This design comes from an exercise in tuning for small area on the open sky130 flow, not from production work. The RTL was checked by simulation tests, not by an equivalence proof against the original design. Power and IR drop assume default switching activity.

--- constraint.sdc ---
create_clock -name core_clock -period 7.0 [get_ports {clock}]
set_input_delay 1.4000 -clock core_clock [delete_from_list [all_inputs] [get_ports {clock}]]
set_output_delay 1.4000 -clock core_clock [all_outputs]
set_load 0.01 [all_outputs]
--- flow/run.sh ---
#!/bin/bash
# The standard ORFS layout (standard.sh) with these changes:
#  * synthesis keeps the small gate module tcb_aoi222 as their own
#    module while it maps them, so it maps to one library cell; the standard flow's
#    synthesis script still flattens the netlist at its end, so the
#    registers, their names and their cells are the standard synthesis's;
#  * clock tree synthesis inserts no dummy loads and clusters up to 25
#    registers within 80 um per leaf buffer;
#  * the port buffers are the smallest buffer cell.
# The make output goes to flow_make.log in this folder; ORFS's per-step logs
# stay under orfs/logs.
set -euo pipefail
export SYNTH_KEEP_MODULES="tcb_aoi222"
export CTS_ARGS="-sink_clustering_enable -repair_clock_nets -dont_use_dummy_load -sink_clustering_size 25 -sink_clustering_max_diameter 80"
export BUFFER_PORTS_ARGS="-buffer_cell sky130_fd_sc_hd__buf_1"
bash standard.sh finish > flow_make.log 2>&1
--- config.mk ---
export PLATFORM = sky130hd
export DESIGN_NAME = trace_commit_buf
export DESIGN_NICKNAME = trace_commit_buf
export VERILOG_FILES = /design/flow/design.v
export SDC_FILE = /design/flow/constraint.sdc
export NUM_CORES = 4
export LEC_CHECK = 0
export CAP_MARGIN = 20
export CORE_MARGIN = 2
export CORE_UTILIZATION = 55
export PLACE_DENSITY = 0.65
export SLEW_MARGIN = 20
--- design.v ---
module tcb_aoi222 (
    input  logic a,
    input  logic b,
    input  logic c,
    input  logic d,
    input  logic e,
    input  logic f,
    output logic y
);
    assign y = ~((a & b) | (c & d) | (e & f));
endmodule
module trace_commit_buf #(
    parameter  int XLEN  = 64,
    parameter  int NREG  = 32,
    parameter  int DEPTH = 16,
    parameter  int SEQW  = 16,
    localparam int RW    = $clog2(NREG),
    localparam int PW    = $clog2(DEPTH)
) (
    input  logic                 clock,
    input  logic                 reset,
    input  logic                 commit_valid,
    input  logic [XLEN-1:0]      commit_pc,
    input  logic                 commit_wen,
    input  logic [RW-1:0]        commit_rd,
    input  logic [XLEN-1:0]      commit_wdata,
    output logic                 out_valid,
    input  logic                 out_ready,
    output logic [SEQW-1:0]      out_seq,
    output logic [XLEN-1:0]      out_pc,
    output logic                 out_wen,
    output logic [RW-1:0]        out_rd,
    output logic [XLEN-1:0]      out_wdata,
    input  logic                 trace_en,
    output logic [PW:0]          count,
    output logic                 overflow,
    output logic [SEQW-1:0]      drop_cnt,
    input  logic                 ovf_clear,
    input  logic [RW-1:0]        dbg_raddr,
    output logic [XLEN-1:0]      dbg_rdata
);
    localparam logic [PW:0] FULL_CNT = (PW+1)'(DEPTH);
    localparam int RECW = SEQW + XLEN + 1 + RW + XLEN;
    logic [RECW-1:0]  mem   [0:DEPTH-1];
    logic [PW-1:0]    wptr;
    logic [PW-1:0]    rptr;
    logic [SEQW-1:0]  seq;
    logic [DEPTH-1:0] hsel;       
    logic            push_req;
    logic            pop;
    logic            full;
    logic            push_ok;
    logic            drop;
    logic [RECW-1:0] rec_in;
    logic [RECW-1:0] head;
    assign push_req = commit_valid & trace_en;
    assign pop      = out_valid & out_ready;
    assign full     = (count == FULL_CNT);
    assign push_ok  = push_req & (~full | pop);
    assign drop     = push_req & full & ~pop;
    assign rec_in = {seq, commit_pc, commit_wen & (commit_rd != '0), commit_rd, commit_wdata};
    always_ff @(posedge clock) begin
        if (push_ok) begin
            mem[wptr] <= rec_in;
        end
    end
    for (genvar b = 0; b < RECW; b++) begin : g_head
        logic [5:0] n;
        for (genvar k = 0; k < 5; k++) begin : g_grp
            tcb_aoi222 u_sel (.a(mem[3*k][b]),   .b(hsel[3*k]),
                              .c(mem[3*k+1][b]), .d(hsel[3*k+1]),
                              .e(mem[3*k+2][b]), .f(hsel[3*k+2]),
                              .y(n[k]));
        end
        assign n[5]    = ~(mem[15][b] & hsel[15]);
        assign head[b] = ~(&n);
    end
    assign out_valid = (count != '0);
    for (genvar i = 0; i < DEPTH; i++) begin : g_hsel
        assign hsel[i] = out_valid & (rptr == PW'(i));
    end
    assign {out_seq, out_pc, out_wen, out_rd, out_wdata} = head;
    always_ff @(posedge clock or posedge reset) begin
        if (reset) begin
            wptr     <= '0;
            rptr     <= '0;
            count    <= '0;
            seq      <= '0;
            overflow <= 1'b0;
            drop_cnt <= '0;
        end else begin
            if (commit_valid) begin
                seq <= seq + SEQW'(1);
            end
            if (push_ok) begin
                wptr <= wptr + PW'(1);
            end
            if (pop) begin
                rptr <= rptr + PW'(1);
            end
            case ({push_ok, pop})
                2'b10:   count <= count + (PW+1)'(1);
                2'b01:   count <= count - (PW+1)'(1);
                default: count <= count;
            endcase
            if (drop) begin
                overflow <= 1'b1;
                if (ovf_clear) begin
                    drop_cnt <= SEQW'(1);
                end else if (drop_cnt != '1) begin
                    drop_cnt <= drop_cnt + SEQW'(1);
                end
            end else if (ovf_clear) begin
                overflow <= 1'b0;
                drop_cnt <= '0;
            end
        end
    end
    logic [XLEN-1:0] rf   [1:NREG-1];
    logic [NREG-1:1] rf_vld;
    logic [NREG-1:1] rf_vld_nx;
    logic [NREG-1:1] rsel;        
    logic [RW-1:0]   raddr;       
    logic [NREG-1:1] r_load;
    logic            wr_pend;
    logic [RW-1:0]   wr_rd;
    logic [XLEN-1:0] wr_data;
    for (genvar i = 1; i < NREG; i++) begin : g_rf
        assign r_load[i]    = wr_pend & (wr_rd == RW'(i));
        assign rf_vld_nx[i] = rf_vld[i] | r_load[i];
        assign rsel[i]      = rf_vld[i] & (raddr == RW'(i));
        always_ff @(posedge clock) begin
            if (r_load[i]) begin
                rf[i] <= wr_data;
            end
        end
    end
    always_ff @(posedge clock) begin
        wr_rd   <= commit_rd;
        wr_data <= commit_wdata;
        raddr   <= dbg_raddr;
    end
    always_ff @(posedge clock or posedge reset) begin
        if (reset) begin
            wr_pend <= 1'b0;
            rf_vld  <= '0;
        end else begin
            wr_pend <= commit_valid & commit_wen & (commit_rd != '0);
            rf_vld  <= rf_vld_nx;
        end
    end
    for (genvar b = 0; b < XLEN; b++) begin : g_dbg
        logic [10:0] n;
        for (genvar k = 0; k < 10; k++) begin : g_grp
            tcb_aoi222 u_sel (.a(rf[3*k+1][b]), .b(rsel[3*k+1]),
                              .c(rf[3*k+2][b]), .d(rsel[3*k+2]),
                              .e(rf[3*k+3][b]), .f(rsel[3*k+3]),
                              .y(n[k]));
        end
        assign n[10]        = ~(rf[31][b] & rsel[31]);
        assign dbg_rdata[b] = ~(&n);
    end
endmodule
--- standard.sh ---
#!/bin/bash
# synth_recipe.tcl (not shown) runs the flow's synth.tcl, then flattens the netlist and writes it again
# the make line also repeats each setting of config.mk as NAME=value (left out here)
make -C /OpenROAD-flow-scripts/flow DESIGN_CONFIG=/design/flow/config.mk WORK_HOME=/design/flow/orfs CLKGATE_MAP_FILE= SYNTH_SCRIPT=/design/flow/synth_recipe.tcl "${@:-finish}"
==> results of run 1 <==
## logic make-up (layout without fill, tap and decap cells)
| group | count (synthesis) | count (layout) | share of synthesized area, % |
|---|---|---|---|
| flip-flops | 4536 | 4536 | 86.8 |
| AND/OR/NAND/NOR | 900 | 900 | 3.16 |
| XOR/XNOR | 25 | 25 | 0.141 |
| multiplexers | 5 | 5 | 0.0354 |
| adder cells (fa/ha/maj) | 12 | 12 | 0.0964 |
| other | 0 | 23 | 0 |
| buffers and inverters | 57 | 823 | 0.197 |
| AO/OA/AOI/OAI | 1500 | 1500 | 9.59 |
## per-layer routing
metal,routed length (µm),global-route usage (%),vias to the layer above
li1,-,-,33900
met1,158000,40.4,44000
met2,213000,49.5,5783
met3,50700,5.38,756
met4,14500,9.66,26
met5,172,0,-
## cell type report
class / instances / area, µm²
antenna: 23 / 57.6
clock buffer: 209 / 5230
fill: 19800 / 112000
inverter: 19 / 73.8
multi-input combinational: 2442 / 21000
sequential: 4536 / 135000
tap: 3743 / 4680
timing repair buffer: 595 / 3810
## power by group
group          total [mW]  switching (mW)  internal, mW
Combinational        9.33            6.59          2.75
Clock                13.1            7.73          5.33
Sequential           31.3           0.565          30.7
## metrics by stage
step / hold WS, ns / utilization (%) / setup slack (ns) / power (mW) / setup TNS (ns)
after floorplan: 0.430 / - / -2.39 / 36.6 / -4551.65
after global placement: 0.452 / 58.3 / 1.51 / 41.1 / 0
after detailed placement: 0.453 / 58.4 / 1.46 / 41.2 / 0
after CTS: 0.476 / 60.3 / 0.497 / 53.8 / 0
after global routing: 0.489 / 60.3 / 0.390 / 55.2 / 0
final: 0.476 / 60.3 / 0.545 / 53.7 / 0
## modules after synthesis (local to each module, per instance)
module            area, µm²  flops+latches
trace_commit_buf     142000           4536
tcb_aoi222             10.0              0
## worst max path at each step
| stage | from | endpoint | slack, ns | cells after the start |
|---|---|---|---|---|
| floorplan | commit_valid | mem[15][0] | -2.39 | 5 |
| global placement | count[0] | out_wdata[14] | 1.51 | 10 |
| detailed placement | count[0] | out_wdata[14] | 1.46 | 10 |
| CTS | count[0] | out_wdata[14] | 0.50 | 10 |
| global route | count[0] | out_seq[5] | 0.39 | 10 |
| finish | count[0] | out_wdata[34] | 0.55 | 10 |
## worst max-delay path, stage by stage (launching register included)
cell	delay, ns
dfrtp_1	0.48
or4_1	0.70
nor2_2	0.50
buf_4	0.29
inv_1	0.13
and4_4	0.40
buf_12	0.38
a222oi_1	0.36
and3_1	0.21
nand4_1	0.36
buf_1	0.26
## sequential cells by signal (all words and copies together), names as in the netlist, 16 cells and up
name	flops
mem	2400
rf	1984
wr_data	64
rf_vld	31
drop_cnt	16
seq	16
## placed cells by master, fill, tap and decap left out, drive strengths merged, types with 56 or more instances in the layout
cell type	netlist	layout
nor2	56	56
nand4	290	290
edfxtp	4384	4384
dfrtp	78	78
a2111o	64	64
and3	187	187
dfxtp	74	74
nand2	238	238
clkbuf	19	221
a222oi	1390	1390
buf	19	583
## cells in the mapped netlist (5+ instances only)
master,n,share of area (%)
edfxtp_1,4384,85
a222oi_1,1390,8.9
nand4_1,289,1.2
nand2_1,238,0.57
and3_1,187,0.75
dfrtp_1,78,1.3
dfxtp_1,74,0.95
a2111o_1,64,0.46
nor2_1,55,0.13
or2_2,35,0.14
nand3_1,20,0.064
clkbuf_1,19,0.046
inv_1,19,0.046
xnor2_1,19,0.11
a21oi_1,14,0.045
nor4_1,13,0.052
buf_6,12,0.087
ha_1,12,0.096
nor3_1,12,0.039
o31ai_1,11,0.053
or4_1,11,0.053
nor2b_1,10,0.040
and2_1,7,0.028
and4_1,6,0.034
o21ai_0,6,0.019
xor2_1,6,0.034
a31oi_1,5,0.020
buf_1,5,0.012
or3_1,5,0.020
==> run summary, run 1 <==
Timing:
- The smallest clock period supported by the final layout is computed as between 6 and 7 ns.
- Headroom to the max-slew limit came out at between 10% and 20%.
- The transition time at the pin with the least slew margin is 1.23 ns.
- Derived from the worst setup path, the maximum achievable clock frequency is roughly 150 MHz.
- The final critical-path share of the clock period is 92.2%.
- The post-route clock skew is 0.0898 ns.
- Setup violations remaining at the end of the flow were counted as 0.
- The final number of hold-violating endpoints came to 0.
- Setup repair after global routing left no endpoint under its margin.
- The number of pins exceeding their max-slew limit in the final report is 0.

Placed design:
- The total instance count after detailed placement is approximately 11000.
- The placed wire-length estimate after detailed placement is 229 mm.
- The congestion estimate from routability-driven global placement came to roughly 0.81.
- The count of buffers added on input and output ports is ~380.
- Summing all placed instances gives a cell area of ~160000 µm².

Worst hold path:
- The worst min-delay path startpoint is rf_vld[7].
- Counting instances, the worst hold path has a depth of 1.
- The path with the worst hold slack has its endpoint at rf_vld[7].
- The class of the worst hold path is reg -> reg.

Clocking:
- Clock tree synthesis selected as its root buffer the cell clkbuf_16.
- Counting every sink on the clock net gives 4536.
- The number of gates resized after cts is 0.
- The clock reaches the later pin of the worst-skew pair after between 0.9 and 1 ns.
- The number of buffers added for setup after CTS is 0.
- The clock passes through at most 4 buffers.
- The number of hold buffers added after cts is 0.
- The H-tree level count is 4.
- The clock tree from TritonCTS is done.
- Clock-pin slew was measured on the worst setup and hold paths at 0.09 ns.
- Clock tree synthesis inserted a total of ~210 buffers.

Global routing:
- The total track usage is 29.9%.
- The via count of the first global-routing pass is between 80000 and 90000.
- The first global-routing pass estimated 611 mm of wire.
- The remaining global-route overflow is 0.
- Entering global routing, the biggest net connects 125 pins.
- The initial antenna violation count came to 55.

Routing:
- The number of remaining DRC errors is 0.
- The routed via count is 84500.
- The routed wirelength normalized by instance count is between 30 and 40 µm.
- After detailed routing, the total wire length is 436 mm.
- The via-per-instance ratio is 7.30.
- The pre-antenna-repair detailed-routing pass consisted of 11 iterations.
- The count of nets left with antenna violations after detail routing is 0.
- The violation count after the first detailed-route iteration is 16800.

Cells and area:
- In the final design database the tool counted 7960 nets.
- Compared with the post-synthesis result, the final layout area differs by 9.17%.
- The post-route cell area is 170000 µm².
- Cells with a size suffix above 1 make up 7.51% of the layout.
- The filler-free cell count of the finished design is 11600.

Floorplanning:
- The vertical die dimension is about 540 µm.
- The width of the chip is between 500 and 600 µm.
- After floorplanning, the core was sized to cover 282000 µm².
- The die outline area is between 200000 and 300000 µm².
- The boundary pin count is about 380.
- The initialized floorplan defines 195 standard-cell rows.
- Once the floorplan was initialized, standard cells occupied 55.2% of the core.

Power:
- The power density over cell area is 316 nW/µm².
- The static power due to leakage is 51.3 nW.
- Across the VDD grid, the largest voltage drop is 342 µV.

Critical path:
- Data on the critical path arrives at its endpoint at 5.05 ns.
- The setup slack of the worst register-to-register path is 3.37 ns.
- The classification of the worst setup path is reg -> out.
- The endpoint identified for the worst register-to-register timing path is mem[15][25].
- The worst endpoint required time is 5.60 ns.
- The worst setup path is captured at a primary output.
- The launch point of the worst reg-to-reg path is count[1].
- In this run the worst path has a maximum fanout of 98.
- The worst reg-to-reg path cell count is 5.
- The worst setup path is launched from a register.

Status:
- The flow ran to the end and the layout has no timing, DRC or antenna violations.

Yosys:
- The share of flip-flops with an asynchronous set or reset is 1.72%.
- The summed instance area of the synthesized netlist is 156000 µm².
- The number of synthesized flops with an enable pin is 4384.
- After synthesis, flip-flops and latches occupy 86.8% of the total area.
- Synthesis inferred roughly 4500 register bits.
- The dominant register cell in the synthesized netlist is edfxtp_1.
- The count of different cell masters after synthesis is 49.
- The total number of yosys warnings is 3.
- The synthesized area divided by synthesized cell count is 22.1 µm².
- The cell count after synthesis came out at around 7000.
- The post-synthesis net count is ~7200.

Job:
- Across the run, the number of max-cap violations was 0.
==> run 2: changes to the inputs <==
--- a/design.v
+++ b/design.v
@@ -1,3 +1,12 @@
+module tcb_ao22 (
+    input  logic a,
+    input  logic b,
+    input  logic c,
+    input  logic d,
+    output logic y
+);
+    assign y = (a & b) | (c & d);
+endmodule
 module tcb_aoi222 (
     input  logic a,
     input  logic b,
@@ -42,10 +51,13 @@
     localparam logic [PW:0] FULL_CNT = (PW+1)'(DEPTH);
     localparam int RECW = SEQW + XLEN + 1 + RW + XLEN;
     logic [RECW-1:0]  mem   [0:DEPTH-1];
+    logic [RECW-1:0]  mem_d [0:DEPTH-1];
     logic [PW-1:0]    wptr;
     logic [PW-1:0]    rptr;
     logic [SEQW-1:0]  seq;
     logic [DEPTH-1:0] hsel;       
+    logic [DEPTH-1:0] f_load;
+    logic [DEPTH-1:0] f_hold;
     logic            push_req;
     logic            pop;
     logic            full;
@@ -59,9 +71,17 @@
     assign push_ok  = push_req & (~full | pop);
     assign drop     = push_req & full & ~pop;
     assign rec_in = {seq, commit_pc, commit_wen & (commit_rd != '0), commit_rd, commit_wdata};
-    always_ff @(posedge clock) begin
-        if (push_ok) begin
-            mem[wptr] <= rec_in;
+    logic fifo_open;
+    assign fifo_open = ~full | pop;
+    for (genvar i = 0; i < DEPTH; i++) begin : g_fifo
+        assign f_hold[i] = ~(fifo_open & (wptr == PW'(i)));
+        assign f_load[i] = push_req & ~f_hold[i];
+        for (genvar b = 0; b < RECW; b++) begin : g_bit
+            tcb_ao22 u_nx (.a(mem[i][b]), .b(f_hold[i]), .c(rec_in[b]), .d(f_load[i]),
+                           .y(mem_d[i][b]));
+        end
+        always_ff @(posedge clock) begin
+            mem[i] <= mem_d[i];
         end
     end
     for (genvar b = 0; b < RECW; b++) begin : g_head
@@ -117,22 +137,27 @@
         end
     end
     logic [XLEN-1:0] rf   [1:NREG-1];
+    logic [XLEN-1:0] rf_d [1:NREG-1];
     logic [NREG-1:1] rf_vld;
     logic [NREG-1:1] rf_vld_nx;
     logic [NREG-1:1] rsel;        
     logic [RW-1:0]   raddr;       
     logic [NREG-1:1] r_load;
+    logic [NREG-1:1] r_hold;
     logic            wr_pend;
     logic [RW-1:0]   wr_rd;
     logic [XLEN-1:0] wr_data;
     for (genvar i = 1; i < NREG; i++) begin : g_rf
         assign r_load[i]    = wr_pend & (wr_rd == RW'(i));
+        assign r_hold[i]    = rf_vld[i] & ~r_load[i];
         assign rf_vld_nx[i] = rf_vld[i] | r_load[i];
         assign rsel[i]      = rf_vld[i] & (raddr == RW'(i));
+        for (genvar b = 0; b < XLEN; b++) begin : g_bit
+            tcb_ao22 u_nx (.a(rf[i][b]), .b(r_hold[i]), .c(wr_data[b]), .d(r_load[i]),
+                           .y(rf_d[i][b]));
+        end
         always_ff @(posedge clock) begin
-            if (r_load[i]) begin
-                rf[i] <= wr_data;
-            end
+            rf[i] <= rf_d[i];
         end
     end
     always_ff @(posedge clock) begin
==> flow/run.sh (replaced) <==
#!/bin/bash
# The standard ORFS layout (standard.sh) with these changes:
#  * synthesis keeps the small gate modules tcb_ao22 / tcb_aoi222 as their own
#    modules while it maps them, so each maps to one library cell; the standard flow's
#    synthesis script still flattens the netlist at its end, so the
#    registers, their names and their cells are the standard synthesis's;
#  * clock tree synthesis inserts no dummy loads and clusters up to 25
#    registers within 80 um per leaf buffer;
#  * the port buffers are the smallest buffer cell.
# The make output goes to flow_make.log in this folder; ORFS's per-step logs
# stay under orfs/logs.
set -euo pipefail
export SYNTH_KEEP_MODULES="tcb_ao22 tcb_aoi222"
export CTS_ARGS="-sink_clustering_enable -repair_clock_nets -dont_use_dummy_load -sink_clustering_size 25 -sink_clustering_max_diameter 80"
export BUFFER_PORTS_ARGS="-buffer_cell sky130_fd_sc_hd__buf_1"
bash standard.sh finish > flow_make.log 2>&1
--- a/config.mk
+++ b/config.mk
@@ -7,6 +7,6 @@
 export LEC_CHECK = 0
 export CAP_MARGIN = 20
 export CORE_MARGIN = 2
-export CORE_UTILIZATION = 55
-export PLACE_DENSITY = 0.65
+export CORE_UTILIZATION = 50
+export PLACE_DENSITY = 0.62
 export SLEW_MARGIN = 20
==> run 2 against run 1 <==
Routed wire length is 48% higher. Fmax is 5.4% lower. Synthesized cell count is 63% higher. Critical path type unchanged. Count of clock-buffer cells in the layout stayed put. Sequential share of layout area is 24 points lower. Largest power group unchanged. Critical path depth stayed put. Register-to-register slack worse by 0.36 ns.
==> run summary, run 2 <==
Status:
- The run finished with no timing, DRC or antenna violations.

Yosys:
- The dominant register cell in the synthesized netlist is dfxtp_1.
- The summed instance area of the synthesized netlist is 151000 µm² (-3.3%).
- The commonest cells after synthesis are dfxtp_1, a22o_1, a222oi_1, nand4_1, nand2_1.
- The share of flip-flops with an asynchronous set or reset is 1.72% (unchanged).
- The number of register bits inferred by synthesis is 4536 (unchanged).
- The share of the synthesized area in the top cell type was 59.3% (-25 points).
- The number of instances in the synthesized netlist is 11500 (+63%).
- The count of different cell masters after synthesis was 51 (+4.1%).
- The synthesized area divided by synthesized cell count was 13.1 µm² (-41%).
- The total number of yosys warnings came to 7 (+4).
- The share of synthesized area occupied by flip-flops and latches is 60.6% (-26 points).
- Of all cell types, the one taking the most synthesized area is dfxtp_1.
- In the post-synthesis netlist, the biggest area contributors are dfxtp_1, a22o_1, a222oi_1.
- Among all cell types in the netlist, the one instantiated most often is dfxtp_1.
- The post-synthesis net count is 11700 (+62%).
- The number of synthesized flops with an enable pin is 0 (-100%).

Critical path:
- The worst setup path is launched from a register.
- The worst setup path endpoint is out_wdata[59].
- The total stage count of the critical path is 10 (unchanged).
- The worst endpoint required time is 5.60 ns (about the same).
- The worst setup path startpoint is count[1].
- The kind of end point of the critical path is a primary output.
- The number of buffer and inverter instances along the worst setup path is 3 (-1).
- The data arrival at the endpoint of the critical path is 5.42 ns (+0.37 ns).
- On the critical path the largest part of the delay comes from simple AND/OR/NAND/NOR gates.
- The largest individual stage delay along the critical path comes from the cell buf_4.
- The launch point of the worst reg-to-reg path is count[1].
- The worst reg-to-reg path cell count was 6 (+1).
- The largest stage delay on the critical path is 0.64 ns (-0.06 ns).
- The endpoint identified for the worst register-to-register timing path is mem[9][73].
- The critical path is of the reg -> out type.
- The largest fanout on the critical path is 108 (+10%).
- The setup slack of the worst register-to-register path is 3.01 ns (-0.36 ns).
- Walking the worst path, the cells encountered are nor4_4 > nand2b_1 > nand2_1 > nor3_4 > buf_12 > buf_4 > a222oi_1 > and3_1 > nand4_1 > buf_1.

Routing:
- The count of TritonRoute iterations in the first routing pass is 11 (unchanged).
- The violation count after the first detailed-route iteration came to 24400 (+45%).
- The routed wirelength normalized by instance count is 39.7 µm (+5.2%).
- The routed via count is 131000 (+55%).
- The via-per-instance ratio is 8.04 (+10%).
- The count of nets left with antenna violations after detail routing came to 0 (unchanged).
- The amount of wire on met3 after detailed routing is 84.6 mm (+67%).
- In this run the top signal layer used is met5.
- The total met2 wirelength after detailed routing came to 278 mm (+31%).
- The final wirelength is 646 mm (+48%).
- The met1 layer wirelength in the final routing was 242 mm (+53%).
- The number of remaining DRC errors is 0 (unchanged).

Global routing:
- The largest net degree at the start of global routing is 151 (+21%).
- The remaining global-route overflow is 0 (unchanged).
- The total track usage is 40.0% (+10 points).
- The initial antenna violation count came to 57 (+3.6%).
- The via count of the first global-routing pass came to 127000 (+53%).
- The first-pass GRT wire length is 916 mm (+50%).

Clocking:
- The clock transition at the registers of the reported paths was 0.10 ns (about the same).
- The H-tree level count is 4 (unchanged).
- The count of clock tree sinks is 4536 (unchanged).
- The number of buffers inserted during clock tree synthesis is 209 (unchanged).
- TritonCTS built the clock tree.
- The insertion delay of the later-clocked pin in the worst-skew pair is 1.00 ns (+0.04 ns).
- The root buffer selected by CTS is clkbuf_16.
- The maximum buffer depth of the clock tree is 4 (unchanged).

Cells and area:
- Relative to the synthesized area, the layout overhead comes to 10.2%.
- The number of nets in the finished design is 12500 (+57%).
- Leaving out fill and tap cells, the most frequent cell in the layout is dfxtp_1.
- The library cells used most frequently in the layout, excluding fill and tap cells, are dfxtp_1, a22o_1, a222oi_1.
- The largest registers in the layout are mem: 2400 flops, rf: 1984 flops, wr_data: 64 flops.
- The filler cell count is 24700 (+25%).
- The post-route cell area is 166000 µm² (-2.4%).
- The ratio of cells with drive above 1 in the final layout is 5.59% (-1.9 points).
- The final standard cell utilization of the core is 55.3% (-5.0 points).
- The flip-flop count of the largest register, all copies and words added was 2400 (unchanged).
- More flip-flops sit in one register than any other, and that register is mem.

Floorplanning:
- The placement row count came to 201 (+3.1%).
- The boundary pin count is 382 (unchanged).
- The vertical die dimension was 553 µm (+3.1%).
- The starting utilization of the core area was 50.2% (-5.0 points).
- The core outline area was 300000 µm² (+6.4%).
- The die outline area is 305000 µm² (+6.3%).
- The width of the chip is 553 µm (+3.1%).

Power:
- The power density over cell area is 379 nW/µm² (+20%).
- The static power due to leakage is 61.4 nW (+20%).
- The worst supply voltage drop on vdd is 437 µV (+28%).

Placed design:
- The pre-CTS setup slack is 1.50 ns (+0.0397 ns).
- The placed wire-length estimate after detailed placement is 321 mm (+40%).
- The number of buffers inserted by port buffering was 381 (unchanged).
- The final weighted congestion in routability-driven placement is 0.851 (+5.5%).
- The cell area reported after detailed placement is 160000 µm² (-2.6%).

Timing:
- The number of pins exceeding their max-slew limit in the final report came to 0 (unchanged).
- The shortest clock period the worst path allows after layout is 6.82 ns (+0.367 ns).
- The final setup violation count is 0 (unchanged).
- The post-route worst setup slack came to 0.179 ns (-0.367 ns).
- The maximum frequency from static timing analysis was 147 MHz (-5.4%).
- The worst-case headroom to the max-slew limit is 5.72% (-12 points).
- The transition time at the pin with the least slew margin was 1.41 ns (+0.181 ns).
- The final critical-path share of the clock period came to 97.4% (+5.2 points).
- Setup repair after global routing left no endpoint under its margin.
- The final number of hold-violating endpoints came to 0 (unchanged).
- The post-route clock skew is 0.0830 ns (-0.00686 ns).
- The final worst hold slack is 0.479 ns (+0.00270 ns).

Worst hold path:
- The worst hold path belongs to the class reg -> reg.

Job:
- The number of max-capacitance violations reported is 0 (unchanged).
==> run 2: changes by cell type after synthesis, moves of 19 or more <==
cell      before   now
a22o_1         0  4384
nand3_1       20    42
nor2b_1       10    31
dfxtp_1       74  4458
edfxtp_1    4384     0
clkbuf_1      19    38
==> run 2: kinds of logic after synthesis <==
family,count (synthesis),share of synthesized area (%)
AO/OA/AOI/OAI,5883,35.4
XOR/XNOR,27,0.157
adder cells (fa/ha/maj),14,0.116
buffers and inverters,68,0.176
flip-flops,4536,60.6
multiplexers,4,0.0299
AND/OR/NAND/NOR,963,3.49
==> run 2: worst min-delay path by stage <==
stage,from,end,slack (ns),cells after the start
2_1_floorplan,rf_vld[10],rf_vld[10],0.44,1
3_3_place_gp,mem[12][47],mem[12][47],0.46,1
3_5_place_dp,overflow,overflow,0.47,1
4_1_cts,overflow,overflow,0.48,1
5_1_grt,rf[5][36],rf[5][36],0.50,1
6_report,overflow,overflow,0.48,1
==> run 2: final cells by class <==
| cell class | instances | area, µm² | share of cell area, % |
|---|---|---|---|
| antenna | 26 | 65.1 | 0.0392 |
| clock buffer | 209 | 5230 | 3.15 |
| inverter | 23 | 109 | 0.0657 |
| multi-input combinational | 6891 | 59900 | 36.1 |
| sequential | 4536 | 91200 | 55.0 |
| tap | 3958 | 4950 | 2.99 |
| timing repair buffer | 650 | 4270 | 2.58 |
==> run 2: worst reg2reg max path, stage by stage, from the launching register on <==
cell	delay, ns
dfrtp_1	0.57
nor4_4	0.13
a21oi_1	0.89
nand2_1	0.52
nor2_4	0.92
buf_12	0.49
a22o_1	0.39
==> run 2: modules after synthesis (local to each module, per instance) <==
module            times used  flip-flops and latches  area (µm²)
tcb_aoi222              1390                       0        10.0
trace_commit_buf           1                    4536       98200
tcb_ao22                4384                       0        8.76
==> run 2: per-stage QoR <==
stage          TNS, ns  power (mW)  instances
4_1_cts              0        62.0      16300
6_report             0        62.8      16300
5_1_grt              0        64.4      16300
2_1_floorplan  -951.02        42.0      11500
3_3_place_gp         0        48.4      16000
3_5_place_dp         0        49.0      16100
==> run 2: layer usage <==
| layer | GRT usage [%] | vias up |
|---|---|---|
| met2 | 60.9 | 10600 |
| li1 | - | 51900 |
| met4 | 22.9 | 52 |
| met5 | 0 | - |
| met3 | 10.2 | 2369 |
| met1 | 51.6 | 66100 |
==> run 2: timing repair <==
item,4_1_cts,5_1_grt
setup buffers,0,0
gates resized for setup,0,1
endpoints found under the setup margin,0,2
hold buffers,0,0
endpoints found under the hold margin,0,0
==> run 2: power by group <==
part	total (mW)	leakage, nW	internal [mW]	switching (mW)
registers	33.8	37.2	30.7	3.12
logic	15.4	21.6	5.72	9.70
clock network	13.6	2.58	5.34	8.22

-- re-timing with driven ports --
Ports are ideal in the flow. The routed layouts listed here were re-timed in OpenROAD. Step 1, drivers: a clkbuf_16 drives clock and a buf_2 each remaining input, both assumed. Step 2 adds t to the input delays and takes it off the output delays; t is the mean of the earliest and latest rising clock arrival at the registers after step 1. Input paths then give back, and output paths get back, about the clock's delay inside the block. a / b / c = ideal / step 1 / step 2; a / b = the first two.
| run | t, ns | setup WS [ns] | worst setup path after step 2 | worst data-port slew with drivers (ns) |
|---|---|---|---|---|
| run 1 | 1.012 | 0.545 / 0.438 / 1.450 | register to output | 0.19 |
| run 2 | 1.060 | 0.179 / 0.075 / 1.135 | register to output | 0.25 |
After both steps setup and hold are still met in every run listed.
